Context: an optimization exercise on an open-source flow, tuned for small area, a short achievable clock period and few clock cycles per item. The choices shown serve that exercise and are no tape-out recipe.
The RTL was checked by simulation tests, not by an equivalence proof against the original design.

==> flow/design.v <==
package aes_pkg;
    typedef logic [127:0] aes_state_t;
    typedef enum logic [1:0] {
        IDLE = 2'd0,
        RUN  = 2'd1,
        DONE = 2'd2
    } fsm_state_e;
    function automatic logic [7:0] rcon_of(input logic [3:0] r);
        case (r)
            4'd1:    rcon_of = 8'h01;
            4'd2:    rcon_of = 8'h02;
            4'd3:    rcon_of = 8'h04;
            4'd4:    rcon_of = 8'h08;
            4'd5:    rcon_of = 8'h10;
            4'd6:    rcon_of = 8'h20;
            4'd7:    rcon_of = 8'h40;
            4'd8:    rcon_of = 8'h80;
            4'd9:    rcon_of = 8'h1b;
            4'd10:   rcon_of = 8'h36;
            default: rcon_of = 8'h00;
        endcase
    endfunction
    localparam logic [2047:0] SBOX_TBL = {
        128'h637c777bf26b6fc53001672bfed7ab76,
        128'hca82c97dfa5947f0add4a2af9ca472c0,
        128'hb7fd9326363ff7cc34a5e5f171d83115,
        128'h04c723c31896059a071280e2eb27b275,
        128'h09832c1a1b6e5aa0523bd6b329e32f84,
        128'h53d100ed20fcb15b6acbbe394a4c58cf,
        128'hd0efaafb434d338545f9027f503c9fa8,
        128'h51a3408f929d38f5bcb6da2110fff3d2,
        128'hcd0c13ec5f974417c4a77e3d645d1973,
        128'h60814fdc222a908846eeb814de5e0bdb,
        128'he0323a0a4906245cc2d3ac629195e479,
        128'he7c8376d8dd54ea96c56f4ea657aae08,
        128'hba78252e1ca6b4c6e8dd741f4bbd8b8a,
        128'h703eb5664803f60e613557b986c11d9e,
        128'he1f8981169d98e949b1e87e9ce5528df,
        128'h8ca1890dbfe6426841992d0fb054bb16
    };
    function automatic logic [7:0] sbox(input logic [7:0] b);
        sbox = SBOX_TBL[{~b, 3'b000} +: 8];
    endfunction
    function automatic logic [7:0] xtime(input logic [7:0] b);
        xtime = {b[6:0], 1'b0} ^ (b[7] ? 8'h1b : 8'h00);
    endfunction
endpackage
module aes_g_xor2 (input logic a, input logic b, output logic y);
  assign y = a ^ b;
endmodule
module aes_g_xnor2 (input logic a, input logic b, output logic y);
  assign y = ~(a ^ b);
endmodule
module aes_g_nand2 (input logic a, input logic b, output logic y);
  assign y = ~(a & b);
endmodule
module aes_g_nor2 (input logic a, input logic b, output logic y);
  assign y = ~(a | b);
endmodule
module aes_g_a22oi (input logic a1, input logic a2, input logic b1, input logic b2, output logic y);
  assign y = ~((a1 & a2) | (b1 & b2));
endmodule
module aes_g_o21ai (input logic a1, input logic a2, input logic b1, output logic y);
  assign y = ~((a1 | a2) & b1);
endmodule
module aes_g_a21o (input logic a1, input logic a2, input logic b1, output logic y);
  assign y = (a1 & a2) | b1;
endmodule
module aes_sbox_top (
    input  logic [7:0] x,
    output logic [6:0] m
);
  logic U0, U1, U2, U3, U4, U5, U6, U7;
  assign {U0, U1, U2, U3, U4, U5, U6, U7} = x;
  logic T7, T18, T19, M4, T3, T4, T13, T1, T5, M1, M5, T2;
  logic T10, T24, M17, M14, T11, T15, M11, M15, M21, T20, T9, T12;
  logic T16, M9, M6, M10, M19, T25, M23, T26, M8, T21, M7, M18;
  logic T27, M12, M13, M22, T14, M3, T23, T8, M2, M16, M20, M25;
  logic M28, M27, M29, M31, M32, M33, M26, M24, M30, M34, M35, M36;
  aes_g_xnor2 g0 (.a(U1), .b(U2), .y(T7));
  aes_g_xnor2 g1 (.a(U3), .b(U7), .y(T18));
  aes_g_xor2 g2 (.a(T7), .b(T18), .y(T19));
  aes_g_nand2 g3 (.a(T19), .b(U7), .y(M4));
  aes_g_xor2 g4 (.a(U0), .b(U6), .y(T3));
  aes_g_xor2 g5 (.a(U3), .b(U5), .y(T4));
  aes_g_xor2 g6 (.a(T3), .b(T4), .y(T13));
  aes_g_xor2 g7 (.a(U0), .b(U3), .y(T1));
  aes_g_xor2 g8 (.a(U4), .b(U6), .y(T5));
  aes_g_xor2 g9 (.a(T1), .b(T5), .y(m[2]));
  aes_g_nand2 g10 (.a(T13), .b(m[2]), .y(M1));
  aes_g_xor2 g11 (.a(M4), .b(M1), .y(M5));
  aes_g_xor2 g12 (.a(U0), .b(U5), .y(T2));
  aes_g_xnor2 g13 (.a(m[2]), .b(T7), .y(T10));
  aes_g_xor2 g14 (.a(T2), .b(T10), .y(T24));
  aes_g_xor2 g15 (.a(M5), .b(T24), .y(M17));
  aes_g_nand2 g16 (.a(T2), .b(T10), .y(M14));
  aes_g_xor2 g17 (.a(U1), .b(U5), .y(T11));
  aes_g_xor2 g18 (.a(T5), .b(T11), .y(T15));
  aes_g_nand2 g19 (.a(T1), .b(T15), .y(M11));
  aes_g_xnor2 g20 (.a(M14), .b(M11), .y(M15));
  aes_g_xnor2 g21 (.a(M17), .b(M15), .y(M21));
  aes_g_xor2 g22 (.a(T1), .b(T19), .y(T20));
  aes_g_xnor2 g23 (.a(U7), .b(T7), .y(T9));
  aes_g_xor2 g24 (.a(U2), .b(U5), .y(T12));
  aes_g_xor2 g25 (.a(T5), .b(T12), .y(T16));
  aes_g_xor2 g26 (.a(T9), .b(T16), .y(m[1]));
  aes_g_nand2 g27 (.a(T20), .b(m[1]), .y(M9));
  aes_g_nand2 g28 (.a(T3), .b(T16), .y(M6));
  aes_g_xor2 g29 (.a(M9), .b(M6), .y(M10));
  aes_g_xnor2 g30 (.a(M10), .b(M15), .y(M19));
  aes_g_xnor2 g31 (.a(T20), .b(m[1]), .y(T25));
  aes_g_xnor2 g32 (.a(M19), .b(T25), .y(M23));
  aes_g_xnor2 g33 (.a(T3), .b(T16), .y(T26));
  aes_g_xnor2 g34 (.a(T26), .b(M6), .y(M8));
  aes_g_xnor2 g35 (.a(U6), .b(U7), .y(T21));
  aes_g_xor2 g36 (.a(T7), .b(T21), .y(m[0]));
  aes_g_nand2 g37 (.a(m[0]), .b(T9), .y(M7));
  aes_g_xor2 g38 (.a(M8), .b(M7), .y(M18));
  aes_g_xor2 g39 (.a(T1), .b(T12), .y(T27));
  aes_g_nand2 g40 (.a(T4), .b(T27), .y(M12));
  aes_g_xor2 g41 (.a(M12), .b(M11), .y(M13));
  aes_g_xor2 g42 (.a(M18), .b(M13), .y(M22));
  aes_g_xor2 g43 (.a(m[2]), .b(T11), .y(T14));
  aes_g_xnor2 g44 (.a(T14), .b(M1), .y(M3));
  aes_g_xor2 g45 (.a(T2), .b(m[0]), .y(T23));
  aes_g_xor2 g46 (.a(U7), .b(m[2]), .y(T8));
  aes_g_nand2 g47 (.a(T23), .b(T8), .y(M2));
  aes_g_xnor2 g48 (.a(M3), .b(M2), .y(M16));
  aes_g_xor2 g49 (.a(M16), .b(M13), .y(M20));
  aes_g_nand2 g50 (.a(M22), .b(M20), .y(M25));
  aes_g_xor2 g51 (.a(M23), .b(M25), .y(M28));
  aes_g_xnor2 g52 (.a(M20), .b(M21), .y(M27));
  aes_g_nor2 g53 (.a(M28), .b(M27), .y(M29));
  aes_g_xor2 g54 (.a(M21), .b(M29), .y(m[6]));
  aes_g_nand2 g55 (.a(M20), .b(M23), .y(M31));
  aes_g_nor2 g56 (.a(M27), .b(M31), .y(M32));
  aes_g_xor2 g57 (.a(M27), .b(M25), .y(M33));
  aes_g_xor2 g58 (.a(M32), .b(M33), .y(m[5]));
  aes_g_xor2 g59 (.a(M21), .b(M25), .y(M26));
  aes_g_xnor2 g60 (.a(M22), .b(M23), .y(M24));
  aes_g_nor2 g61 (.a(M26), .b(M24), .y(M30));
  aes_g_xor2 g62 (.a(M23), .b(M30), .y(m[4]));
  aes_g_nand2 g63 (.a(M21), .b(M22), .y(M34));
  aes_g_nor2 g64 (.a(M24), .b(M34), .y(M35));
  aes_g_xnor2 g65 (.a(M24), .b(M25), .y(M36));
  aes_g_xnor2 g66 (.a(M35), .b(M36), .y(m[3]));
endmodule
module aes_sbox_bot (
    input  logic [7:0] x,
    input  logic [3:0] m,
    output logic [7:0] y
);
  logic U0, U1, U2, U3, U4, U5, U6, U7;
  assign {U0, U1, U2, U3, U4, U5, U6, U7} = x;
  logic M37, M38, M39, M40;
  assign {M37, M38, M39, M40} = m;
  logic T7, T9, M50, M42, T1, M61, M41, M45, T4, M62, L0, L13;
  logic T2, T21, T22, T23, M56, L16, M63, T5, T6, T10, M54, M43;
  logic T3, M58, L4, L19, L1, L20, M44, M46, T8, M47, T13, M55;
  logic L3, L7, L21, M48, T12, T16, T17, M51, L12, L22, M59, L8;
  logic L18, L2, L23, L15, T11, T15, M52, T27, M53, L9, L24, M49;
  logic L5, L6, L10, L25, L26, L27, T18, T19, T20, M60, L11, L14;
  logic L28, M57, L17, L29;
  aes_g_xnor2 g0 (.a(U1), .b(U2), .y(T7));
  aes_g_xnor2 g1 (.a(U7), .b(T7), .y(T9));
  aes_g_nand2 g2 (.a(M38), .b(T9), .y(M50));
  aes_g_xor2 g3 (.a(M37), .b(M39), .y(M42));
  aes_g_xor2 g4 (.a(U0), .b(U3), .y(T1));
  aes_g_nand2 g5 (.a(M42), .b(T1), .y(M61));
  aes_g_xor2 g6 (.a(M38), .b(M40), .y(M41));
  aes_g_xor2 g7 (.a(M42), .b(M41), .y(M45));
  aes_g_xor2 g8 (.a(U3), .b(U5), .y(T4));
  aes_g_nand2 g9 (.a(M45), .b(T4), .y(M62));
  aes_g_xor2 g10 (.a(M61), .b(M62), .y(L0));
  aes_g_xor2 g11 (.a(M50), .b(L0), .y(L13));
  aes_g_xor2 g12 (.a(U0), .b(U5), .y(T2));
  aes_g_xnor2 g13 (.a(U6), .b(U7), .y(T21));
  aes_g_xor2 g14 (.a(T7), .b(T21), .y(T22));
  aes_g_xor2 g15 (.a(T2), .b(T22), .y(T23));
  aes_g_nand2 g16 (.a(M40), .b(T23), .y(M56));
  aes_g_xor2 g17 (.a(M56), .b(L0), .y(L16));
  aes_g_nand2 g18 (.a(M41), .b(T2), .y(M63));
  aes_g_xor2 g19 (.a(U4), .b(U6), .y(T5));
  aes_g_xor2 g20 (.a(T1), .b(T5), .y(T6));
  aes_g_xnor2 g21 (.a(T6), .b(T7), .y(T10));
  aes_g_nand2 g22 (.a(M41), .b(T10), .y(M54));
  aes_g_xor2 g23 (.a(M37), .b(M38), .y(M43));
  aes_g_xor2 g24 (.a(U0), .b(U6), .y(T3));
  aes_g_nand2 g25 (.a(M43), .b(T3), .y(M58));
  aes_g_xor2 g26 (.a(M54), .b(M58), .y(L4));
  aes_g_xor2 g27 (.a(M63), .b(L4), .y(L19));
  aes_g_xnor2 g28 (.a(M50), .b(M56), .y(L1));
  aes_g_xor2 g29 (.a(L0), .b(L1), .y(L20));
  aes_g_xor2 g30 (.a(M39), .b(M40), .y(M44));
  aes_g_nand2 g31 (.a(M44), .b(T6), .y(M46));
  aes_g_xor2 g32 (.a(U7), .b(T6), .y(T8));
  aes_g_nand2 g33 (.a(M40), .b(T8), .y(M47));
  aes_g_xor2 g34 (.a(T3), .b(T4), .y(T13));
  aes_g_nand2 g35 (.a(M44), .b(T13), .y(M55));
  aes_g_xnor2 g36 (.a(M47), .b(M55), .y(L3));
  aes_g_xnor2 g37 (.a(M46), .b(L3), .y(L7));
  aes_g_xnor2 g38 (.a(L1), .b(L7), .y(L21));
  aes_g_nand2 g39 (.a(M39), .b(U7), .y(M48));
  aes_g_xor2 g40 (.a(U2), .b(U5), .y(T12));
  aes_g_xor2 g41 (.a(T5), .b(T12), .y(T16));
  aes_g_xor2 g42 (.a(T9), .b(T16), .y(T17));
  aes_g_nand2 g43 (.a(M37), .b(T17), .y(M51));
  aes_g_xnor2 g44 (.a(M48), .b(M51), .y(L12));
  aes_g_xnor2 g45 (.a(L3), .b(L12), .y(L22));
  aes_g_nand2 g46 (.a(M38), .b(T22), .y(M59));
  aes_g_xnor2 g47 (.a(M51), .b(M59), .y(L8));
  aes_g_xnor2 g48 (.a(M58), .b(L8), .y(L18));
  aes_g_xnor2 g49 (.a(M46), .b(M48), .y(L2));
  aes_g_xor2 g50 (.a(L18), .b(L2), .y(L23));
  aes_g_xnor2 g51 (.a(M55), .b(L1), .y(L15));
  aes_g_xor2 g52 (.a(U1), .b(U5), .y(T11));
  aes_g_xor2 g53 (.a(T5), .b(T11), .y(T15));
  aes_g_nand2 g54 (.a(M42), .b(T15), .y(M52));
  aes_g_xor2 g55 (.a(T1), .b(T12), .y(T27));
  aes_g_nand2 g56 (.a(M45), .b(T27), .y(M53));
  aes_g_xnor2 g57 (.a(M52), .b(M53), .y(L9));
  aes_g_xnor2 g58 (.a(L15), .b(L9), .y(L24));
  aes_g_nand2 g59 (.a(M43), .b(T16), .y(M49));
  aes_g_xor2 g60 (.a(M49), .b(M61), .y(L5));
  aes_g_xnor2 g61 (.a(M62), .b(L5), .y(L6));
  aes_g_xor2 g62 (.a(M53), .b(L4), .y(L10));
  aes_g_xnor2 g63 (.a(L6), .b(L10), .y(L25));
  aes_g_xnor2 g64 (.a(L7), .b(L9), .y(L26));
  aes_g_xor2 g65 (.a(L8), .b(L10), .y(L27));
  aes_g_xnor2 g66 (.a(U3), .b(U7), .y(T18));
  aes_g_xor2 g67 (.a(T7), .b(T18), .y(T19));
  aes_g_xor2 g68 (.a(T1), .b(T19), .y(T20));
  aes_g_nand2 g69 (.a(M37), .b(T20), .y(M60));
  aes_g_xnor2 g70 (.a(M60), .b(L2), .y(L11));
  aes_g_xnor2 g71 (.a(M52), .b(M61), .y(L14));
  aes_g_xnor2 g72 (.a(L11), .b(L14), .y(L28));
  aes_g_nand2 g73 (.a(M39), .b(T19), .y(M57));
  aes_g_xor2 g74 (.a(M57), .b(L1), .y(L17));
  aes_g_xor2 g75 (.a(L11), .b(L17), .y(L29));
  aes_g_xnor2 g76 (.a(L6), .b(L23), .y(y[0]));
  aes_g_xor2 g77 (.a(L13), .b(L27), .y(y[1]));
  aes_g_xnor2 g78 (.a(L25), .b(L29), .y(y[2]));
  aes_g_xor2 g79 (.a(L20), .b(L22), .y(y[3]));
  aes_g_xnor2 g80 (.a(L6), .b(L21), .y(y[4]));
  aes_g_xnor2 g81 (.a(L19), .b(L28), .y(y[5]));
  aes_g_xnor2 g82 (.a(L16), .b(L26), .y(y[6]));
  aes_g_xnor2 g83 (.a(L6), .b(L24), .y(y[7]));
endmodule
module aes_sbox_bot7 (
    input  logic [7:0] x,
    input  logic [6:0] m,
    output logic [7:0] y
);
  logic U0, U1, U2, U3, U4, U5, U6, U7;
  assign {U0, U1, U2, U3, U4, U5, U6, U7} = x;
  logic M37, M38, M39, M40, T6, T17, T22;
  assign {M37, M38, M39, M40, T6, T17, T22} = m;
  logic T7, T9, M50, M42, T1, M61, M41, M45, T4, M62, L0, L13;
  logic T2, T23, M56, L16, M63, T10, M54, M43, T3, M58, L4, L19;
  logic L1, L20, M44, M46, T8, M47, T13, M55, L3, L7, L21, M48;
  logic M51, L12, L22, M59, L8, L18, L2, L23, L15, T5, T11, T15;
  logic M52, T12, T27, M53, L9, L24, T16, M49, L5, L6, L10, L25;
  logic L26, L27, T18, T19, T20, M60, L11, L14, L28, M57, L17, L29;
  aes_g_xnor2 g0 (.a(U1), .b(U2), .y(T7));
  aes_g_xnor2 g1 (.a(U7), .b(T7), .y(T9));
  aes_g_nand2 g2 (.a(M38), .b(T9), .y(M50));
  aes_g_xor2 g3 (.a(M37), .b(M39), .y(M42));
  aes_g_xor2 g4 (.a(U0), .b(U3), .y(T1));
  aes_g_nand2 g5 (.a(M42), .b(T1), .y(M61));
  aes_g_xor2 g6 (.a(M38), .b(M40), .y(M41));
  aes_g_xor2 g7 (.a(M42), .b(M41), .y(M45));
  aes_g_xor2 g8 (.a(U3), .b(U5), .y(T4));
  aes_g_nand2 g9 (.a(M45), .b(T4), .y(M62));
  aes_g_xor2 g10 (.a(M61), .b(M62), .y(L0));
  aes_g_xor2 g11 (.a(M50), .b(L0), .y(L13));
  aes_g_xor2 g12 (.a(U0), .b(U5), .y(T2));
  aes_g_xor2 g13 (.a(T2), .b(T22), .y(T23));
  aes_g_nand2 g14 (.a(M40), .b(T23), .y(M56));
  aes_g_xor2 g15 (.a(M56), .b(L0), .y(L16));
  aes_g_nand2 g16 (.a(M41), .b(T2), .y(M63));
  aes_g_xnor2 g17 (.a(T6), .b(T7), .y(T10));
  aes_g_nand2 g18 (.a(M41), .b(T10), .y(M54));
  aes_g_xor2 g19 (.a(M37), .b(M38), .y(M43));
  aes_g_xor2 g20 (.a(U0), .b(U6), .y(T3));
  aes_g_nand2 g21 (.a(M43), .b(T3), .y(M58));
  aes_g_xor2 g22 (.a(M54), .b(M58), .y(L4));
  aes_g_xor2 g23 (.a(M63), .b(L4), .y(L19));
  aes_g_xnor2 g24 (.a(M50), .b(M56), .y(L1));
  aes_g_xor2 g25 (.a(L0), .b(L1), .y(L20));
  aes_g_xor2 g26 (.a(M39), .b(M40), .y(M44));
  aes_g_nand2 g27 (.a(M44), .b(T6), .y(M46));
  aes_g_xor2 g28 (.a(U7), .b(T6), .y(T8));
  aes_g_nand2 g29 (.a(M40), .b(T8), .y(M47));
  aes_g_xor2 g30 (.a(T3), .b(T4), .y(T13));
  aes_g_nand2 g31 (.a(M44), .b(T13), .y(M55));
  aes_g_xnor2 g32 (.a(M47), .b(M55), .y(L3));
  aes_g_xnor2 g33 (.a(M46), .b(L3), .y(L7));
  aes_g_xnor2 g34 (.a(L1), .b(L7), .y(L21));
  aes_g_nand2 g35 (.a(M39), .b(U7), .y(M48));
  aes_g_nand2 g36 (.a(M37), .b(T17), .y(M51));
  aes_g_xnor2 g37 (.a(M48), .b(M51), .y(L12));
  aes_g_xnor2 g38 (.a(L3), .b(L12), .y(L22));
  aes_g_nand2 g39 (.a(M38), .b(T22), .y(M59));
  aes_g_xnor2 g40 (.a(M51), .b(M59), .y(L8));
  aes_g_xnor2 g41 (.a(M58), .b(L8), .y(L18));
  aes_g_xnor2 g42 (.a(M46), .b(M48), .y(L2));
  aes_g_xor2 g43 (.a(L18), .b(L2), .y(L23));
  aes_g_xnor2 g44 (.a(M55), .b(L1), .y(L15));
  aes_g_xor2 g45 (.a(U4), .b(U6), .y(T5));
  aes_g_xor2 g46 (.a(U1), .b(U5), .y(T11));
  aes_g_xor2 g47 (.a(T5), .b(T11), .y(T15));
  aes_g_nand2 g48 (.a(M42), .b(T15), .y(M52));
  aes_g_xor2 g49 (.a(U2), .b(U5), .y(T12));
  aes_g_xor2 g50 (.a(T1), .b(T12), .y(T27));
  aes_g_nand2 g51 (.a(M45), .b(T27), .y(M53));
  aes_g_xnor2 g52 (.a(M52), .b(M53), .y(L9));
  aes_g_xnor2 g53 (.a(L15), .b(L9), .y(L24));
  aes_g_xor2 g54 (.a(T5), .b(T12), .y(T16));
  aes_g_nand2 g55 (.a(M43), .b(T16), .y(M49));
  aes_g_xor2 g56 (.a(M49), .b(M61), .y(L5));
  aes_g_xnor2 g57 (.a(M62), .b(L5), .y(L6));
  aes_g_xor2 g58 (.a(M53), .b(L4), .y(L10));
  aes_g_xnor2 g59 (.a(L6), .b(L10), .y(L25));
  aes_g_xnor2 g60 (.a(L7), .b(L9), .y(L26));
  aes_g_xor2 g61 (.a(L8), .b(L10), .y(L27));
  aes_g_xnor2 g62 (.a(U3), .b(U7), .y(T18));
  aes_g_xor2 g63 (.a(T7), .b(T18), .y(T19));
  aes_g_xor2 g64 (.a(T1), .b(T19), .y(T20));
  aes_g_nand2 g65 (.a(M37), .b(T20), .y(M60));
  aes_g_xnor2 g66 (.a(M60), .b(L2), .y(L11));
  aes_g_xnor2 g67 (.a(M52), .b(M61), .y(L14));
  aes_g_xnor2 g68 (.a(L11), .b(L14), .y(L28));
  aes_g_nand2 g69 (.a(M39), .b(T19), .y(M57));
  aes_g_xor2 g70 (.a(M57), .b(L1), .y(L17));
  aes_g_xor2 g71 (.a(L11), .b(L17), .y(L29));
  aes_g_xnor2 g72 (.a(L6), .b(L23), .y(y[0]));
  aes_g_xor2 g73 (.a(L13), .b(L27), .y(y[1]));
  aes_g_xnor2 g74 (.a(L25), .b(L29), .y(y[2]));
  aes_g_xor2 g75 (.a(L20), .b(L22), .y(y[3]));
  aes_g_xnor2 g76 (.a(L6), .b(L21), .y(y[4]));
  aes_g_xnor2 g77 (.a(L19), .b(L28), .y(y[5]));
  aes_g_xnor2 g78 (.a(L16), .b(L26), .y(y[6]));
  aes_g_xnor2 g79 (.a(L6), .b(L24), .y(y[7]));
endmodule
module aes_mixcol (
    input  logic [31:0] col,
    output logic [31:0] res_n
);
  logic [7:0] a [4];
  logic [7:0] d [4];
  logic [7:0] s [4];
  logic [7:0] r [4];
  logic [7:0] b [4];
  assign a[0] = col[31 -: 8];
  assign res_n[31 -: 8] = b[0];
  assign a[1] = col[23 -: 8];
  assign res_n[23 -: 8] = b[1];
  assign a[2] = col[15 -: 8];
  assign res_n[15 -: 8] = b[2];
  assign a[3] = col[7 -: 8];
  assign res_n[7 -: 8] = b[3];
  aes_g_xor2 g0 (.a(a[0][0]), .b(a[1][0]), .y(d[0][0]));
  aes_g_xor2 g1 (.a(a[0][1]), .b(a[1][1]), .y(d[0][1]));
  aes_g_xor2 g2 (.a(a[0][2]), .b(a[1][2]), .y(d[0][2]));
  aes_g_xor2 g3 (.a(a[0][3]), .b(a[1][3]), .y(d[0][3]));
  aes_g_xor2 g4 (.a(a[0][4]), .b(a[1][4]), .y(d[0][4]));
  aes_g_xor2 g5 (.a(a[0][5]), .b(a[1][5]), .y(d[0][5]));
  aes_g_xor2 g6 (.a(a[0][6]), .b(a[1][6]), .y(d[0][6]));
  aes_g_xor2 g7 (.a(a[0][7]), .b(a[1][7]), .y(d[0][7]));
  aes_g_xor2 g8 (.a(a[1][0]), .b(a[2][0]), .y(d[1][0]));
  aes_g_xor2 g9 (.a(a[1][1]), .b(a[2][1]), .y(d[1][1]));
  aes_g_xor2 g10 (.a(a[1][2]), .b(a[2][2]), .y(d[1][2]));
  aes_g_xor2 g11 (.a(a[1][3]), .b(a[2][3]), .y(d[1][3]));
  aes_g_xor2 g12 (.a(a[1][4]), .b(a[2][4]), .y(d[1][4]));
  aes_g_xor2 g13 (.a(a[1][5]), .b(a[2][5]), .y(d[1][5]));
  aes_g_xor2 g14 (.a(a[1][6]), .b(a[2][6]), .y(d[1][6]));
  aes_g_xor2 g15 (.a(a[1][7]), .b(a[2][7]), .y(d[1][7]));
  aes_g_xor2 g16 (.a(a[2][0]), .b(a[3][0]), .y(d[2][0]));
  aes_g_xor2 g17 (.a(a[2][1]), .b(a[3][1]), .y(d[2][1]));
  aes_g_xor2 g18 (.a(a[2][2]), .b(a[3][2]), .y(d[2][2]));
  aes_g_xor2 g19 (.a(a[2][3]), .b(a[3][3]), .y(d[2][3]));
  aes_g_xor2 g20 (.a(a[2][4]), .b(a[3][4]), .y(d[2][4]));
  aes_g_xor2 g21 (.a(a[2][5]), .b(a[3][5]), .y(d[2][5]));
  aes_g_xor2 g22 (.a(a[2][6]), .b(a[3][6]), .y(d[2][6]));
  aes_g_xor2 g23 (.a(a[2][7]), .b(a[3][7]), .y(d[2][7]));
  aes_g_xor2 g24 (.a(a[3][0]), .b(a[0][0]), .y(d[3][0]));
  aes_g_xor2 g25 (.a(a[3][1]), .b(a[0][1]), .y(d[3][1]));
  aes_g_xor2 g26 (.a(a[3][2]), .b(a[0][2]), .y(d[3][2]));
  aes_g_xor2 g27 (.a(a[3][3]), .b(a[0][3]), .y(d[3][3]));
  aes_g_xor2 g28 (.a(a[3][4]), .b(a[0][4]), .y(d[3][4]));
  aes_g_xor2 g29 (.a(a[3][5]), .b(a[0][5]), .y(d[3][5]));
  aes_g_xor2 g30 (.a(a[3][6]), .b(a[0][6]), .y(d[3][6]));
  aes_g_xor2 g31 (.a(a[3][7]), .b(a[0][7]), .y(d[3][7]));
  aes_g_xor2 g32 (.a(a[1][0]), .b(d[2][0]), .y(s[0][0]));
  aes_g_xor2 g33 (.a(a[1][1]), .b(d[2][1]), .y(s[0][1]));
  aes_g_xor2 g34 (.a(a[1][2]), .b(d[2][2]), .y(s[0][2]));
  aes_g_xor2 g35 (.a(a[1][3]), .b(d[2][3]), .y(s[0][3]));
  aes_g_xor2 g36 (.a(a[1][4]), .b(d[2][4]), .y(s[0][4]));
  aes_g_xor2 g37 (.a(a[1][5]), .b(d[2][5]), .y(s[0][5]));
  aes_g_xor2 g38 (.a(a[1][6]), .b(d[2][6]), .y(s[0][6]));
  aes_g_xor2 g39 (.a(a[1][7]), .b(d[2][7]), .y(s[0][7]));
  aes_g_xor2 g40 (.a(a[2][0]), .b(d[3][0]), .y(s[1][0]));
  aes_g_xor2 g41 (.a(a[2][1]), .b(d[3][1]), .y(s[1][1]));
  aes_g_xor2 g42 (.a(a[2][2]), .b(d[3][2]), .y(s[1][2]));
  aes_g_xor2 g43 (.a(a[2][3]), .b(d[3][3]), .y(s[1][3]));
  aes_g_xor2 g44 (.a(a[2][4]), .b(d[3][4]), .y(s[1][4]));
  aes_g_xor2 g45 (.a(a[2][5]), .b(d[3][5]), .y(s[1][5]));
  aes_g_xor2 g46 (.a(a[2][6]), .b(d[3][6]), .y(s[1][6]));
  aes_g_xor2 g47 (.a(a[2][7]), .b(d[3][7]), .y(s[1][7]));
  aes_g_xor2 g48 (.a(a[3][0]), .b(d[0][0]), .y(s[2][0]));
  aes_g_xor2 g49 (.a(a[3][1]), .b(d[0][1]), .y(s[2][1]));
  aes_g_xor2 g50 (.a(a[3][2]), .b(d[0][2]), .y(s[2][2]));
  aes_g_xor2 g51 (.a(a[3][3]), .b(d[0][3]), .y(s[2][3]));
  aes_g_xor2 g52 (.a(a[3][4]), .b(d[0][4]), .y(s[2][4]));
  aes_g_xor2 g53 (.a(a[3][5]), .b(d[0][5]), .y(s[2][5]));
  aes_g_xor2 g54 (.a(a[3][6]), .b(d[0][6]), .y(s[2][6]));
  aes_g_xor2 g55 (.a(a[3][7]), .b(d[0][7]), .y(s[2][7]));
  aes_g_xor2 g56 (.a(a[0][0]), .b(d[1][0]), .y(s[3][0]));
  aes_g_xor2 g57 (.a(a[0][1]), .b(d[1][1]), .y(s[3][1]));
  aes_g_xor2 g58 (.a(a[0][2]), .b(d[1][2]), .y(s[3][2]));
  aes_g_xor2 g59 (.a(a[0][3]), .b(d[1][3]), .y(s[3][3]));
  aes_g_xor2 g60 (.a(a[0][4]), .b(d[1][4]), .y(s[3][4]));
  aes_g_xor2 g61 (.a(a[0][5]), .b(d[1][5]), .y(s[3][5]));
  aes_g_xor2 g62 (.a(a[0][6]), .b(d[1][6]), .y(s[3][6]));
  aes_g_xor2 g63 (.a(a[0][7]), .b(d[1][7]), .y(s[3][7]));
  assign r[0][0] = d[0][7];
  aes_g_xor2 g64 (.a(d[0][0]), .b(d[0][7]), .y(r[0][1]));
  assign r[0][2] = d[0][1];
  aes_g_xor2 g65 (.a(d[0][2]), .b(d[0][7]), .y(r[0][3]));
  aes_g_xor2 g66 (.a(d[0][3]), .b(d[0][7]), .y(r[0][4]));
  assign r[0][5] = d[0][4];
  assign r[0][6] = d[0][5];
  assign r[0][7] = d[0][6];
  assign r[1][0] = d[1][7];
  aes_g_xor2 g67 (.a(d[1][0]), .b(d[1][7]), .y(r[1][1]));
  assign r[1][2] = d[1][1];
  aes_g_xor2 g68 (.a(d[1][2]), .b(d[1][7]), .y(r[1][3]));
  aes_g_xor2 g69 (.a(d[1][3]), .b(d[1][7]), .y(r[1][4]));
  assign r[1][5] = d[1][4];
  assign r[1][6] = d[1][5];
  assign r[1][7] = d[1][6];
  assign r[2][0] = d[2][7];
  aes_g_xor2 g70 (.a(d[2][0]), .b(d[2][7]), .y(r[2][1]));
  assign r[2][2] = d[2][1];
  aes_g_xor2 g71 (.a(d[2][2]), .b(d[2][7]), .y(r[2][3]));
  aes_g_xor2 g72 (.a(d[2][3]), .b(d[2][7]), .y(r[2][4]));
  assign r[2][5] = d[2][4];
  assign r[2][6] = d[2][5];
  assign r[2][7] = d[2][6];
  assign r[3][0] = d[3][7];
  aes_g_xor2 g73 (.a(d[3][0]), .b(d[3][7]), .y(r[3][1]));
  assign r[3][2] = d[3][1];
  aes_g_xor2 g74 (.a(d[3][2]), .b(d[3][7]), .y(r[3][3]));
  aes_g_xor2 g75 (.a(d[3][3]), .b(d[3][7]), .y(r[3][4]));
  assign r[3][5] = d[3][4];
  assign r[3][6] = d[3][5];
  assign r[3][7] = d[3][6];
  aes_g_xnor2 g76 (.a(s[0][0]), .b(r[0][0]), .y(b[0][0]));
  aes_g_xnor2 g77 (.a(s[0][1]), .b(r[0][1]), .y(b[0][1]));
  aes_g_xnor2 g78 (.a(s[0][2]), .b(r[0][2]), .y(b[0][2]));
  aes_g_xnor2 g79 (.a(s[0][3]), .b(r[0][3]), .y(b[0][3]));
  aes_g_xnor2 g80 (.a(s[0][4]), .b(r[0][4]), .y(b[0][4]));
  aes_g_xnor2 g81 (.a(s[0][5]), .b(r[0][5]), .y(b[0][5]));
  aes_g_xnor2 g82 (.a(s[0][6]), .b(r[0][6]), .y(b[0][6]));
  aes_g_xnor2 g83 (.a(s[0][7]), .b(r[0][7]), .y(b[0][7]));
  aes_g_xnor2 g84 (.a(s[1][0]), .b(r[1][0]), .y(b[1][0]));
  aes_g_xnor2 g85 (.a(s[1][1]), .b(r[1][1]), .y(b[1][1]));
  aes_g_xnor2 g86 (.a(s[1][2]), .b(r[1][2]), .y(b[1][2]));
  aes_g_xnor2 g87 (.a(s[1][3]), .b(r[1][3]), .y(b[1][3]));
  aes_g_xnor2 g88 (.a(s[1][4]), .b(r[1][4]), .y(b[1][4]));
  aes_g_xnor2 g89 (.a(s[1][5]), .b(r[1][5]), .y(b[1][5]));
  aes_g_xnor2 g90 (.a(s[1][6]), .b(r[1][6]), .y(b[1][6]));
  aes_g_xnor2 g91 (.a(s[1][7]), .b(r[1][7]), .y(b[1][7]));
  aes_g_xnor2 g92 (.a(s[2][0]), .b(r[2][0]), .y(b[2][0]));
  aes_g_xnor2 g93 (.a(s[2][1]), .b(r[2][1]), .y(b[2][1]));
  aes_g_xnor2 g94 (.a(s[2][2]), .b(r[2][2]), .y(b[2][2]));
  aes_g_xnor2 g95 (.a(s[2][3]), .b(r[2][3]), .y(b[2][3]));
  aes_g_xnor2 g96 (.a(s[2][4]), .b(r[2][4]), .y(b[2][4]));
  aes_g_xnor2 g97 (.a(s[2][5]), .b(r[2][5]), .y(b[2][5]));
  aes_g_xnor2 g98 (.a(s[2][6]), .b(r[2][6]), .y(b[2][6]));
  aes_g_xnor2 g99 (.a(s[2][7]), .b(r[2][7]), .y(b[2][7]));
  aes_g_xnor2 g100 (.a(s[3][0]), .b(r[3][0]), .y(b[3][0]));
  aes_g_xnor2 g101 (.a(s[3][1]), .b(r[3][1]), .y(b[3][1]));
  aes_g_xnor2 g102 (.a(s[3][2]), .b(r[3][2]), .y(b[3][2]));
  aes_g_xnor2 g103 (.a(s[3][3]), .b(r[3][3]), .y(b[3][3]));
  aes_g_xnor2 g104 (.a(s[3][4]), .b(r[3][4]), .y(b[3][4]));
  aes_g_xnor2 g105 (.a(s[3][5]), .b(r[3][5]), .y(b[3][5]));
  aes_g_xnor2 g106 (.a(s[3][6]), .b(r[3][6]), .y(b[3][6]));
  aes_g_xnor2 g107 (.a(s[3][7]), .b(r[3][7]), .y(b[3][7]));
endmodule
module aes_xnor_bank #(
    parameter int unsigned W = 128
) (
    input  logic [W-1:0] a,
    input  logic [W-1:0] b,
    output logic [W-1:0] y
);
  for (genvar i = 0; i < W; i++) begin : g_bit
    aes_g_xnor2 u_x (.a(a[i]), .b(b[i]), .y(y[i]));
  end
endmodule
module aes_sel3_bank #(
    parameter int unsigned W = 128
) (
    input  logic         s0,
    input  logic         s1,
    input  logic         s01,
    input  logic [W-1:0] a,
    input  logic [W-1:0] b,
    input  logic [W-1:0] c_n,
    output logic [W-1:0] y
);
  for (genvar i = 0; i < W; i++) begin : g_bit
    logic x;
    aes_g_a22oi u_p (.a1(s0), .a2(a[i]), .b1(s1), .b2(b[i]), .y(x));
    aes_g_o21ai u_o (.a1(s01), .a2(c_n[i]), .b1(x), .y(y[i]));
  end
endmodule
module aes_hold_bank #(
    parameter int unsigned W = 128
) (
    input  logic         ld_n,
    input  logic [W-1:0] d_n,
    input  logic [W-1:0] q,
    output logic [W-1:0] y
);
  for (genvar i = 0; i < W; i++) begin : g_bit
    logic x;
    aes_g_nand2 u_h (.a(ld_n), .b(q[i]), .y(x));
    aes_g_o21ai u_o (.a1(ld_n), .a2(d_n[i]), .b1(x), .y(y[i]));
  end
endmodule
module aes_xor_bank #(
    parameter int unsigned W = 128
) (
    input  logic [W-1:0] a,
    input  logic [W-1:0] b,
    output logic [W-1:0] y
);
  for (genvar i = 0; i < W; i++) begin : g_bit
    aes_g_xor2 u_x (.a(a[i]), .b(b[i]), .y(y[i]));
  end
endmodule
module aes128_iter_core #(
    parameter int unsigned ROUNDS_PER_CYCLE = 1
) (
    input  logic         clk,
    input  logic         rst_n,
    input  logic         in_valid,
    output logic         in_ready,
    input  logic [127:0] plaintext,
    input  logic [127:0] key,
    output logic         out_valid,
    input  logic         out_ready,
    output logic [127:0] ciphertext
);
    logic [127:0] a_s, a_k;         
    logic [127:0] b_u, b_k;         
    logic [111:0] b_m;              
    logic [15:0]  b_km;             
    logic [127:0] o_ct;             
    logic         o_v;
    logic         va, pa;           
    logic [3:0]   ra;               
    logic         vb, pb, lb;       
    logic [3:0]   rb;               
    logic         fa;               
    logic         fp;               
    logic [127:0] u;
    logic [111:0] m;
    logic [27:0]  km;
    logic [31:0]  w3a;
    aes_xor_bank #(.W(128)) u_ark (.a(a_s), .b(a_k), .y(u));
    for (genvar j = 0; j < 16; j++) begin : g_top
        aes_sbox_top u_st (.x(u[8*j +: 8]), .m(m[7*j +: 7]));
    end
    assign w3a = {a_k[23:0], a_k[31:24]};
    for (genvar j = 0; j < 4; j++) begin : g_ktop
        aes_sbox_top u_kt (.x(w3a[8*j +: 8]), .m(km[7*j +: 7]));
    end
    always_ff @(posedge clk) begin
        b_u  <= u;
        b_m  <= m;
        b_k  <= a_k;
        for (int j = 0; j < 4; j++) b_km[4*j +: 4] <= km[7*j + 3 +: 4];
    end
    logic [127:0] sub, shf, mc_n, kn_n, fin_ct_n;
    logic [31:0]  w3b, subrot;
    logic [31:0]  w0, w1, w2, w3, p0, p1, p2, p3;
    logic [7:0]   rcon;
    for (genvar j = 0; j < 16; j++) begin : g_bot
        aes_sbox_bot7 u_sb (.x(b_u[8*j +: 8]), .m(b_m[7*j +: 7]), .y(sub[8*j +: 8]));
    end
    always_comb begin
        for (int c = 0; c < 4; c++) begin
            for (int r = 0; r < 4; r++) begin
                shf[127-8*(4*c+r) -: 8] = sub[127-8*(4*((c+r)%4)+r) -: 8];
            end
        end
    end
    for (genvar c = 0; c < 4; c++) begin : g_mc
        aes_mixcol u_mc (.col(shf[127-32*c -: 32]), .res_n(mc_n[127-32*c -: 32]));
    end
    assign w3b = {b_k[23:0], b_k[31:24]};
    for (genvar j = 0; j < 4; j++) begin : g_kbot
        aes_sbox_bot u_kb (.x(w3b[8*j +: 8]), .m(b_km[4*j +: 4]), .y(subrot[8*j +: 8]));
    end
    always_comb begin
        case (rb)
            4'd0:    rcon = 8'h01;
            4'd1:    rcon = 8'h02;
            4'd2:    rcon = 8'h04;
            4'd3:    rcon = 8'h08;
            4'd4:    rcon = 8'h10;
            4'd5:    rcon = 8'h20;
            4'd6:    rcon = 8'h40;
            4'd7:    rcon = 8'h80;
            4'd8:    rcon = 8'h1b;
            4'd9:    rcon = 8'h36;
            default: rcon = 8'h00;
        endcase
    end
    assign {w0, w1, w2, w3} = b_k;
    assign p0 = w0 ^ {rcon, 24'h0};
    assign p1 = p0 ^ w1;
    assign p2 = p1 ^ w2;
    assign p3 = p2 ^ w3;
    aes_xnor_bank #(.W(128)) u_kx (.a({p0, p1, p2, p3}), .b({4{subrot}}), .y(kn_n));
    aes_xor_bank #(.W(128)) u_fin (.a(shf), .b(kn_n), .y(fin_ct_n));
    logic o_free, fin, wt, acc;
    logic va_n, pa_n, fa_n;
    logic [3:0] ra_n;
    logic ir_a, fin_n;
    assign o_free   = !o_v || out_ready;
    assign fin      = fp && o_free;
    assign fin_n    = !fin;
    assign wt       = lb && !fin;
    assign ir_a     = !vb || (fp && !o_v);
    aes_g_a21o u_ir (.a1(fp), .a2(out_ready), .b1(ir_a), .y(in_ready));
    assign acc      = in_valid && in_ready;
    logic         sel_hold;
    logic [127:0] a_s_d, a_k_d;
    assign sel_hold = !vb || lb;         
    aes_sel3_bank #(.W(128)) u_sels (.s0(in_ready), .s1(wt), .s01(sel_hold),
                                     .a(plaintext), .b(b_u), .c_n(mc_n), .y(a_s_d));
    aes_sel3_bank #(.W(128)) u_selk (.s0(in_ready), .s1(wt), .s01(sel_hold),
                                     .a(key), .b(b_k), .c_n(kn_n), .y(a_k_d));
    logic [127:0] o_ct_d;
    aes_hold_bank #(.W(128)) u_oh (.ld_n(fin_n), .d_n(fin_ct_n), .q(o_ct), .y(o_ct_d));
    always_ff @(posedge clk) begin
        a_s <= a_s_d;
        a_k <= a_k_d;
        o_ct <= o_ct_d;
    end
    always_comb begin
        va_n = vb && !fin;
        pa_n = pb;
        ra_n = rb + 4'd1;
        if (acc) begin
            va_n = 1'b1;
            pa_n = 1'b0;
            ra_n = 4'd0;
        end else if (wt) begin
            pa_n = ~pb;
            ra_n = rb;
        end
    end
    assign fa_n = !acc && !fa;
    always_ff @(posedge clk) begin
        ra <= ra_n;
        pa <= pa_n;
        rb <= ra;
        pb <= pa;
        fa <= fa_n;
        if (!rst_n) begin
            va  <= 1'b0;
            vb  <= 1'b0;
            lb  <= 1'b0;
            fp  <= 1'b0;
            o_v <= 1'b0;
        end else begin
            va <= va_n;
            vb <= va;
            lb <= va && (ra == 4'd9);
            fp <= va && (ra == 4'd9) && !pa && (!va_n || !fa_n);
            if (fin) begin
                o_v <= 1'b1;
            end else if (out_ready) begin
                o_v <= 1'b0;
            end
        end
    end
    assign out_valid  = o_v;
    assign ciphertext = o_ct;
endmodule
==> flow/flow/run.sh <==
#!/bin/bash
# Layout flow: the standard ORFS flow (standard.sh, unchanged synthesis), with the
# port buffers that placement inserts on every input and output made buf_2 cells
# instead of the default pick, and ORFS settings passed as make variables.
set -euo pipefail
cd "$(dirname "$0")/.."
bash standard.sh "BUFFER_PORTS_ARGS=-buffer_cell sky130_fd_sc_hd__buf_2" finish > standard_flow.log 2>&1
test -f out/final.def
==> flow/standard.sh <==
#!/bin/bash
# synth_recipe.tcl (not shown) runs the flow's synth.tcl, then flattens the netlist and writes it again
# the make line also repeats each setting of config.mk as NAME=value (left out here)
make -C /OpenROAD-flow-scripts/flow DESIGN_CONFIG=/design/flow/config.mk WORK_HOME=/design/flow/orfs CLKGATE_MAP_FILE= SYNTH_SCRIPT=/design/flow/synth_recipe.tcl "${@:-finish}"
==> flow/config.mk <==
export PLATFORM = sky130hd
export DESIGN_NAME = aes128_iter_core
export DESIGN_NICKNAME = aes128_iter_core
export VERILOG_FILES = /design/flow/design.v
export SDC_FILE = /design/flow/constraint.sdc
export NUM_CORES = 4
export LEC_CHECK = 0
export CAP_MARGIN = 20
export CORE_MARGIN = 2
export CORE_UTILIZATION = 55
export CTS_CLUSTER_DIAMETER = 90
export CTS_CLUSTER_SIZE = 27
export PLACE_DENSITY = 0.75
export SETUP_SLACK_MARGIN = 2.8
export SLEW_MARGIN = 20
export SYNTH_HIERARCHICAL = 1
==> flow/constraint.sdc <==
create_clock -name core_clock -period 6.5 [get_ports {clk}]
set_input_delay 1.3000 -clock core_clock [delete_from_list [all_inputs] [get_ports {clk}]]
set_output_delay 1.3000 -clock core_clock [all_outputs]
set_load 0.01 [all_outputs]
==> results of run 1 <==
==> worst paths after layout <==
| path | endpoint | slack, ns | start | cells after the start |
|---|---|---|---|---|
| setup / recovery | o_ct[88] | 2.82 | b_k[17] | 11 |
| hold / removal | pb | 0.36 | pa | 0 |
| setup reg to reg | o_ct[88] | 2.82 | b_k[17] | 11 |
| hold reg to reg | pb | 0.36 | pa | 0 |
==> modules after synthesis (local to each module, per instance), a selection <==
module | cell area (um^2) | flops+latches | cells
aes128_iter_core | 17080 | 792 | 947
aes_g_a21o | 7.507 | 0 | 1
aes_g_nor2 | 3.754 | 0 | 1
aes_g_o21ai | 5.005 | 0 | 1
aes_g_xnor2 | 8.758 | 0 | 1
aes_g_nand2 | 3.754 | 0 | 1
==> layout by cell type, fill, tap and decap left out, types with 3 or more instances in the layout <==
cell       Yosys  final
a21oi_1        5      5
xor2_1      2017   1920
clkinv_8       0      4
clkbuf_16      0     41
nor2_1        86     86
xnor2_1     1181   1085
xor2_4         0      3
o21ai_1      384    384
xor2_2         0     94
nand2_1      730    729
and2_1         3      3
inv_6          0      4
dfxtp_1      792    792
buf_4          0     43
a22oi_2      256    256
buf_12         0      7
buf_2          0    389
o21ai_0        3      3
xnor2_2        0     85
xnor2_4        0     11
==> through the flow <==
| stage | setup WS, ns | hold slack (ns) | std cells | utilization |
|---|---|---|---|---|
| final | 2.824 | 0.3613 | 7251 | 0.6262 |
| after global placement | 2.430 | 0.3410 | 7179 | 0.5949 |
| after detailed placement | 2.440 | 0.3457 | 7179 | 0.5954 |
| after global routing | 2.702 | 0.3761 | 7249 | 0.6262 |
| after CTS | 2.762 | 0.3534 | 7239 | 0.6124 |
| after floorplan | -1.346 | 0.3238 | 5488 | - |
==> what timing repair did <==
action	in CTS	in global routing
setup buffers	0	10
resized for setup	43	156
pin swaps	2	7
setup endpoints to repair	109	212
==> cell families (layout without fill, tap and decap cells) <==
family | after synthesis | in the layout | share of synthesized area
flip-flops | 792 | 792 | 0.3030
other | 0 | 2 | 0
AO/OA/AOI/OAI | 653 | 653 | 0.09950
multiplexers | 1 | 1 | 0.0001913
buffers and inverters | 5 | 501 | 0.0003587
XOR/XNOR | 3198 | 3198 | 0.5353
AND/OR/NAND/NOR | 838 | 838 | 0.06136
adder cells (fa/ha/maj) | 1 | 1 | 0.0002391
==> sequential cells by signal, indices dropped and copies added, names as in the netlist <==
register	cells
b_m	112
b_km	16
rb	4
va	1
pa	1
a_k	128
o_ct	128
rcon	8
fp	1
vb	1
lb	1
pb	1
b_k	128
a_s	128
b_u	128
o_v	1
ra	4
fa	1
==> metal layers <==
layer | share of wire | GRT usage | up-vias
li1 | - | - | 18470
met2 | 0.45 | 0.5274 | 1467
met1 | 0.42 | 0.4409 | 18790
met5 | 0.000095 | 0 | -
met4 | 0.065 | 0.1876 | 2
met3 | 0.073 | 0.04161 | 355
==> cell type report <==
| type | instances | share of cell area |
|---|---|---|
| antenna | 2 | 0.00008449 |
| timing repair buffer | 439 | 0.04068 |
| clock inverter | 18 | 0.004056 |
| multi-input combinational | 4691 | 0.6431 |
| clock buffer | 42 | 0.01755 |
| inverter | 2 | 0.0001267 |
| sequential | 792 | 0.2677 |
| tap | 1265 | 0.02672 |
==> worst reg2reg max path, cell delays in order (launching register included) <==
cell and delay, ns:
dfxtp_1 0.50, xor2_1 0.39, xor2_1 0.31, xor2_1 0.18, nand2_1 0.11, xnor2_1 0.33
xnor2_1 0.18, xor2_1 0.29, xnor2_2 0.28, xnor2_1 0.66, xor2_1 0.20, o21ai_1 0.09
==> impl_metrics.csv, run 1 <==
group,metric,value,unit
synth,ys_types,29,
synth,synthesis.nets,5749,
grt,grt_max_degree,131,
clocking,cts.path.max_buffers,3,
sta,finalSetupViolations,0,
setup_path,cp_num_buf_inv,0,
floorplan,initial_core_util,0.5532,
place,hpwl,136300,um
setup_path,crit_required,6.99,ns
synth,ys_ff_latch,792,
drt,viasPerCell,5.389,
grt,antenna_found_initial,4,
setup_path,crit_type,"reg2reg",
place,port_buffers,389,
synth,synth_area_leaders,"xor2_1 (34%), dfxtp_1 (30%), xnor2_1 (20%), a22oi_2 (6.1%), nand2_1 (5.2%)",
setup_path,worstPathCellList,"xor2_1 -> xor2_1 -> xor2_1 -> nand2_1 -> xnor2_1 -> xnor2_1 -> xor2_1 -> xnor2_2 -> xnor2_1 -> xor2_1 -> o21ai_1",
setup_path,crit_path_top_delay_cell,"xnor2_1",
synth,syn_avg_cell_area,9.534,um^2
flow_run,maxCapViolCount,0,
synth,synthMostInstantiatedCell,"xor2_1",
finish,final_nets,6227,
drt,drtIter0Drc,3206,
synth,ys_warn_count,15,
grt,first_global_vias,38770,
place,postPlaceCellArea,56310,um^2
sta,slew_viol_final,0,
floorplan,die_w,312.4,um
clocking,cts_sinks,792,
finish,stdcell_area,59230,um^2
synth,synth_commonest_cells,"xor2_1 (2017), xnor2_1 (1181), dfxtp_1 (792)",
drt,detail_route.wl_per_cell,23.25,um
setup_path,worstPathArrival,4.16,ns
drt,routed_wirelength,168600,um
clocking,cts-root-buf,"clkbuf_16",
synth,synthFlopType,"dfxtp_1",
sta,worst_pin_slew,1.179,ns
setup_path,critPathMostFrequentCell,"xor2_1",
sta,fmax,272.1,MHz
drt,drc,0,
drt,num_vias,39080,
finish,fillers,7917,
sta,rsz0062_at_grt,"yes",
sta,finalCritPeriodShare,0.5655,
grt,grt_first_pass_wirelength,244700,um
synth,synth-edff-count,0,
finish,seqCellArea,15860,um^2
synth,yosysSeqAreaShare,0.3030,
synth,synth-async-reset-ratio,0,
setup_path,start_kind,"flip-flop",
clocking,htree_levels,2,
place,place_congestion,1.030,
sta,finClkSkew,0.04518,ns
setup_path,worstPathMaxFanout,5,
floorplan,pin_count,390,
grt,grt_overflow,0,
hold_path,worstHoldPathType,"reg2reg",
synth,synth_top_area_frac,0.3376,
finish,multi_input_area,38090,um^2
clocking,clk_pin_slew,0.11,ns
status,status,"finished clean",
synth,synth_area_leader_cell,"xor2_1",
grt,gr-usage-all-layers,0.3336,
setup_path,end_kind,"flip-flop",
setup_path,critPathTopFamily,"XOR/XNOR gates",
clocking,cts_tree,"done",
floorplan,row_count,113,
clocking,clock_latency,0.64,ns
finish,drive_gt1_frac,0.1596,
drt,drtAntennaViolNets,0,
floorplan,dieArea,97620,um^2
synth,syn_inst,5488,
sta,slew_headroom,0.2138,
sta,period_needed,3.676,ns
floorplan,core,94590,um^2
sta,hold_violations,0,
finish,syn2layout_area_growth,13.21,%
synth,syn_area,52320,um^2
clocking,cts_buffers,40,
setup_path,slowest_delay,0.66,ns
sta,tns,0,ns
clocking,holdBufCountCts,0,
floorplan,die_y,312.4,um
drt,drt_pass1_iterations,7,
Testbench counts, summed over its fixed seeds: cycles 16,024, items 1,600.
==> inputs of run 2 (changes only) <==
--- a/flow/config.mk
+++ b/flow/config.mk
@@ -13,3 +13,3 @@
 export PLACE_DENSITY = 0.75
-export SETUP_SLACK_MARGIN = 2.8
+export SETUP_SLACK_MARGIN = 2.95
 export SLEW_MARGIN = 20
==> run 2 against run 1 <==
- setup slack better by 0.15 ns
- global-route usage up 0.13 points
- largest cell class unchanged
- highest routed layer unchanged
- clock skew down 0.00059 ns
==> impl_metrics.csv, run 2 <==
group,metric,value,unit
place,hpwl,136300,um
synth,synthesis.nets,5749,
drt,drtIter0Drc,3558,
clocking,cts_buffers,40,
hold_path,hold_path_depth,0,
clocking,cts-root-buf,"clkbuf_16",
floorplan,pin_count,390,
sta,rsz0062_at_grt,"yes",
synth,ys_types,29,
sta,slew_viol_final,0,
sta,finClkSkew,0.04459,ns
place,port_buffers,389,
finish,fillers,7752,
floorplan,initial_core_util,0.5532,
setup_path,crit_type,"reg2reg",
clocking,cts_tree,"done",
clocking,htree_levels,2,
drt,drt_pass1_iterations,5,
sta,slew_headroom,0.2870,
setup_path,r2r_cells,11,
grt,grt_overflow,0,
sta,finalSetupViolations,0,
drt,drtAntennaViolNets,0,
sta,hold_ws,0.3604,ns
clocking,holdBufCountCts,0,
clocking,cts.path.max_buffers,3,
finish,layout_commonest_cell,"xor2_1",
grt,gr-usage-all-layers,0.3348,
synth,syn_inst,5488,
sta,period_needed,3.522,ns
synth,synth_top_area_frac,0.3376,
floorplan,row_count,113,
synth,synth-async-reset-ratio,0,
grt,grt_first_pass_wirelength,245300,um
synth,ys_warn_count,15,
clocking,cts_sinks,792,
synth,syn_area,52320,um^2
synth,yosysSeqAreaShare,0.3030,
clocking,clk_pin_slew,0.11,ns
drt,num_vias,39470,
grt,met3_usage,0.04048,
place,place_congestion,1.030,
synth,synth_area_leaders,"xor2_1 (34%), dfxtp_1 (30%), xnor2_1 (20%), a22oi_2 (6.1%), nand2_1 (5.2%)",
synth,synth_area_leader_cell,"xor2_1",
drt,detail_route.wl_per_cell,23.33,um
sta,fmax,283.9,MHz
grt,grt_busiest_layer,"met2",
flow_run,maxCapViolCount,0,
floorplan,core,94590,um^2
place,postPlaceCellArea,56310,um^2
synth,synth_commonest_cells,"xor2_1 (2017), xnor2_1 (1181), dfxtp_1 (792)",
grt,use_met2,0.5305,
floorplan,die_y,312.4,um
finish,final_cell_mix,"xor2_1 (1871), xnor2_1 (1016), dfxtp_1 (788), nand2_1 (729), buf_2 (389)",
clocking,clock_latency,0.64,ns
hold_path,worstHoldPathType,"reg2reg",
synth,synthFlopType,"dfxtp_1",
setup_path,crit_required,7.00,ns
finish,drive_gt1_frac,0.1830,
synth,synth-edff-count,0,
finish,final_nets,6249,
synth,ys_ff_latch,792,
status,status,"finished clean",
setup_path,worstPathMaxFanout,5,
finish,multi_input_area,39090,um^2
drt,viasPerCell,5.427,
drt,drc,0,
synth,synthMostInstantiatedCell,"xor2_1",
grt,grt_max_degree,131,
sta,finalCritPeriodShare,0.5418,
floorplan,dieArea,97620,um^2
setup_path,end_kind,"flip-flop",
sta,worst_pin_slew,1.062,ns
synth,syn_avg_cell_area,9.534,um^2
setup_path,worstPathArrival,4.02,ns
drt,routed_wirelength,169700,um
finish,syn2layout_area_growth,15.59,%
floorplan,die_w,312.4,um
sta,hold_violations,0,
grt,first_global_vias,38920,
finish,stdcell_area,60480,um^2
grt,antenna_found_initial,4,
setup_path,start_kind,"flip-flop",
finish,seqCellArea,15860,um^2
grt,use_met1,0.4426,
==> run 2: cell counts after synthesis <==
No cell type changed its count.
==> run 2: cell families (layout without fill, tap and decap cells) <==
logic type,count (synthesis),count (layout),share of synthesized area
multiplexers,1,1,0.0001913
buffers and inverters,5,523,0.0003587
adder cells (fa/ha/maj),1,1,0.0002391
XOR/XNOR,3198,3198,0.5353
flip-flops,792,792,0.3030
other,0,3,0
AO/OA/AOI/OAI,653,653,0.09950
AND/OR/NAND/NOR,838,838,0.06136
==> run 2: cell type report <==
| cell class | count | area share |
|---|---|---|
| tap | 1265 | 0.02617 |
| timing repair buffer | 461 | 0.04382 |
| multi-input combinational | 4691 | 0.6464 |
| sequential | 792 | 0.2622 |
| clock buffer | 42 | 0.01719 |
| antenna | 3 | 0.0001241 |
| inverter | 2 | 0.0001241 |
| clock inverter | 18 | 0.003972 |
==> run 2: through the flow <==
step	instances	setup TNS [ns]	setup WS, ns	utilization
floorplan	5488	-245.89	-1.346	-
global placement	7179	0	2.430	0.5949
detailed placement	7179	0	2.440	0.5954
CTS	7243	0	2.885	0.6185
global route	7271	0	2.832	0.6393
finish	7274	0	2.978	0.6394
==> run 2: layer usage <==
layer / up-vias / part of all wire
li1: 18480 / -
met1: 19080 / 0.41
met2: 1567 / 0.45
met3: 351 / 0.075
met4: 2 / 0.065
met5: - / 0.000077
==> run 2: worst paths after layout <==
kind | startpoint | to | slack (ns)
max | b_u[58] | a_s[54] | 2.98
min | pa | pb | 0.36
max reg2reg | b_u[58] | a_s[54] | 2.98
min reg2reg | pa | pb | 0.36
==> run 2: what timing repair did <==
action                                  4_1_cts  5_1_grt
resized for setup                           111      220
buffers inserted                              4       28
pin swaps                                     8       25
hold endpoints to repair                      0        0
endpoints found under the setup margin      238      272
==> run 2: Yosys stat by module, one instance, submodules excluded, excerpt <==
module | copies in the design | flops+latches
aes_g_nand2 | 728 | 0
aes_g_nor2 | 80 | 0
aes_g_xnor2 | 1180 | 0
aes_g_a21o | 1 | 0
aes_g_xor2 | 1912 | 0
aes128_iter_core | 1 | 792
aes_g_o21ai | 384 | 0
aes_g_a22oi | 256 | 0
==> run 2: worst max-delay path: stages (launching register included) <==
cell and delay, ns:
dfxtp_1 0.48, xor2_1 0.32, xor2_1 0.19, nand2_1 0.14
xnor2_1 0.20, xnor2_1 0.35, xnor2_1 0.16, xnor2_2 0.42
xor2_1 0.40, xor2_1 0.14, xnor2_1 0.47, o21ai_1 0.14
==> inputs of run 3 (changes only) <==
--- a/flow/config.mk
+++ b/flow/config.mk
@@ -9,7 +9,7 @@
 export CORE_MARGIN = 2
-export CORE_UTILIZATION = 55
+export CORE_UTILIZATION = 50
 export CTS_CLUSTER_DIAMETER = 90
 export CTS_CLUSTER_SIZE = 27
-export PLACE_DENSITY = 0.75
-export SETUP_SLACK_MARGIN = 2.95
+export PLACE_DENSITY = 0.7
+export SETUP_SLACK_MARGIN = 2.8
 export SLEW_MARGIN = 20
==> run 3 against run 2 <==
- still clean
- synthesized cell count did not move
- first-iteration DRC count down 16%
- clock skew rose by 0.0061 ns
- critical path type unchanged
==> impl_metrics.csv, run 3 <==
group,metric,value,unit
grt,gr-usage-all-layers,0.3074,
grt,first_global_vias,37740,
flow_run,maxCapViolCount,0,
status,status,"finished clean",
synth,synthMostInstantiatedCell,"xor2_1",
hold_path,worstHoldPathType,"reg2reg",
synth,synth_commonest_cells,"xor2_1 (2017), xnor2_1 (1181), dfxtp_1 (792)",
sta,slew_headroom,0.2287,
setup_path,worstPathCellList,"xor2_1 -> xor2_1 -> nand2_1 -> xor2_1 -> xnor2_1 -> xnor2_1 -> xnor2_2 -> xor2_1 -> xor2_1 -> xnor2_1 -> o21ai_1",
floorplan,row_count,118,
place,place_congestion,0.9637,
finish,multi_input_area,37820,um^2
floorplan,core,103600,um^2
synth,ys_ff_latch,792,
finish,final_nets,6235,
sta,fmax,271.8,MHz
place,hpwl,138800,um
setup_path,crit_required,7.05,ns
sta,finClkSkew,0.05068,ns
synth,ys_types,29,
synth,syn_avg_cell_area,9.534,um^2
setup_path,cp_num_buf_inv,0,
clocking,clk_pin_slew,0.10,ns
sta,tns,0,ns
hold_path,hold_path_depth,0,
synth,synth-edff-count,0,
drt,routed_wirelength,170000,um
setup_path,r2r_cells,11,
setup_path,start_kind,"flip-flop",
place,dp_cells,7301,
sta,finalSetupViolations,0,
synth,synthesis.nets,5749,
setup_path,worstPathMaxFanout,4,
setup_path,r2r_slack,2.82,ns
synth,ys_warn_count,15,
sta,rsz0062_at_grt,"yes",
finish,fillers,9271,
clocking,cts-root-buf,"clkbuf_16",
drt,viasPerCell,5.247,
drt,drt_pass1_iterations,5,
floorplan,dieArea,107300,um^2
synth,synth_area_leader_cell,"xor2_1",
synth,synth-async-reset-ratio,0,
grt,grt_max_degree,129,
floorplan,pin_count,390,
drt,num_vias,38750,
finish,stdcell_area,59280,um^2
setup_path,r2r-start,"b_u[105]",
hold_path,hold_end,"pb",
synth,syn_inst,5488,
setup_path,end_kind,"flip-flop",
synth,synthFlopType,"dfxtp_1",
drt,drtIter0Drc,2997,
clocking,cts_tree,"done",
setup_path,crit_type,"reg2reg",
hold_path,hold_start,"pa",
floorplan,die_w,327.5,um
grt,grt_first_pass_wirelength,245500,um
setup_path,crit_path_top_delay_cell,"xnor2_1",
finish,finalNonFillerCells,7384,
finish,drive_gt1_frac,0.1567,
setup_path,slowest_delay,0.58,ns
drt,drc,0,
sta,slew_viol_final,0,
sta,hold_ws,0.3595,ns
sta,finalCritPeriodShare,0.5661,
clocking,cts_buffers,42,
sta,period_needed,3.679,ns
setup_path,worstPathArrival,4.23,ns
synth,synth_top_area_frac,0.3376,
drt,drtAntennaViolNets,0,
floorplan,initial_core_util,0.5048,
finish,seqCellArea,15860,um^2
setup_path,worstReg2RegEnd,"a_s[58]",
clocking,cts_sinks,792,
drt,detail_route.wl_per_cell,23.02,um
clocking,htree_levels,2,
setup_path,critPathMostFrequentCell,"xor2_1",
floorplan,die_y,327.5,um
finish,fin_util,0.5720,
finish,final_cell_mix,"xor2_1 (1941), xnor2_1 (1094), dfxtp_1 (792), nand2_1 (729), buf_2 (389)",
sta,hold_violations,0,
place,postPlaceCellArea,56510,um^2
place,port_buffers,389,
finish,layout_commonest_cell,"xor2_1",
clocking,clock_latency,0.68,ns
grt,antenna_found_initial,6,
grt,grt_overflow,0,
setup_path,critPathTopFamily,"XOR/XNOR gates",
finish,syn2layout_area_growth,13.30,%
clocking,cts.path.max_buffers,3,
synth,synth_area_leaders,"xor2_1 (34%), dfxtp_1 (30%), xnor2_1 (20%), a22oi_2 (6.1%), nand2_1 (5.2%)",
sta,worst_pin_slew,1.153,ns
synth,yosysSeqAreaShare,0.3030,
synth,syn_area,52320,um^2
## run 3: how the worst max path moves through the flow
stage	from	cells past startpoint	slack (ns)	end
4_1_cts	b_u[114]	11	2.67	a_s[15]
6_report	b_u[105]	11	2.82	a_s[58]
2_1_floorplan	out_ready	4	-1.35	ra[1]
3_5_place_dp	b_k[29]	11	2.50	o_ct[103]
5_1_grt	b_u[105]	11	2.64	a_s[58]
3_3_place_gp	b_u[82]	11	2.24	a_s[115]
## run 3: layer usage
metal	GRT usage	part of all wire
met5	0	0.000041
met4	0.1330	0.051
met3	0.04009	0.070
met2	0.4880	0.45
met1	0.4178	0.43
## run 3: logic make-up after synthesis
kind of cell / after synthesis / synth area share
compound gates: 653 / 0.09950
mux: 1 / 0.0001913
flops: 792 / 0.3030
buf+inv: 5 / 0.0003587
simple gates: 838 / 0.06136
fa+ha+maj: 1 / 0.0002391
xor+xnor: 3198 / 0.5353
## run 3: what timing repair did
item / 4_1_cts / 5_1_grt
setup buffers: 0 / 9
endpoints found under the setup margin: 89 / 201
pin swaps: 1 / 9
hold buffers: 0 / 0
gates resized for setup: 31 / 133
## run 3: final cells by class
cell class,instances,share of cell area
Multi-Input combinational cell,4691,0.6380
Sequential cell,792,0.2675
Timing Repair Buffer,445,0.04099
Tap cell,1380,0.02913
Clock buffer,45,0.01862
Clock inverter,24,0.005445
Antenna cell,5,0.0002111
Inverter,2,0.0001266
## run 3: per-stage QoR
step	setup WS [ns]
6_report	2.821
4_1_cts	2.674
3_5_place_dp	2.500
5_1_grt	2.643
2_1_floorplan	-1.346
3_3_place_gp	2.244
## run 3: worst register-to-register path: stages (launching register included)
cell and delay, ns:
dfxtp_1 0.48, xor2_1 0.42, xor2_1 0.19, nand2_1 0.07
xor2_1 0.15, xnor2_1 0.58, xnor2_1 0.20, xnor2_2 0.40
xor2_1 0.28, xor2_1 0.12, xnor2_1 0.53, o21ai_1 0.14
## run 3: modules after synthesis, one instance, submodules excluded, excerpt
| module | area [um^2] | times used | flip-flops and latches | cells inside |
|---|---|---|---|---|
| aes_g_xor2 | 8.758 | 1912 | 0 | 1 |
| aes_g_xnor2 | 8.758 | 1180 | 0 | 1 |
| aes_g_a21o | 7.507 | 1 | 0 | 1 |
| aes128_iter_core | 17080 | 1 | 792 | 947 |
| aes_g_a22oi | 12.51 | 256 | 0 | 1 |
| aes_g_nor2 | 3.754 | 80 | 0 | 1 |
| aes_g_nand2 | 3.754 | 728 | 0 | 1 |
| aes_g_o21ai | 5.005 | 384 | 0 | 1 |

-- port drivers added, routing unchanged --
Ports are ideal in the flow. The routed layouts listed here were re-timed in OpenROAD.
Step 1 (the two cells are an assumption about what drives the block):
set clk [get_ports {clk}]
set_driving_cell -lib_cell sky130_fd_sc_hd__clkbuf_16 $clk
set_driving_cell -lib_cell sky130_fd_sc_hd__buf_2 [delete_from_list [all_inputs] $clk]
Step 2, shift: input delay + t, output delay - t, t = (earliest + latest rising clock arrival at the registers) / 2. This alone moves slack from input paths to output paths.
Three values: no drivers, after step 1, after step 2; two values: the first two.
run	t, ns	setup slack, ns	worst hold slack (ns)	latest minus earliest clock arrival (ns)	slew at the worst register clock pin (ns)
run 1	0.693	2.824 / 2.824 / 2.824	0.361 / 0.361 / 0.361	0.046 / 0.045	0.11 / 0.11
run 2	0.685	2.978 / 2.978 / 2.978	0.360 / 0.360 / 0.360	0.045 / 0.045	0.11 / 0.11
run 3	0.735	2.821 / 2.821 / 2.821	0.360 / 0.360 / 0.360	0.052 / 0.052	0.11 / 0.11
After both steps every run listed still meets setup and hold.
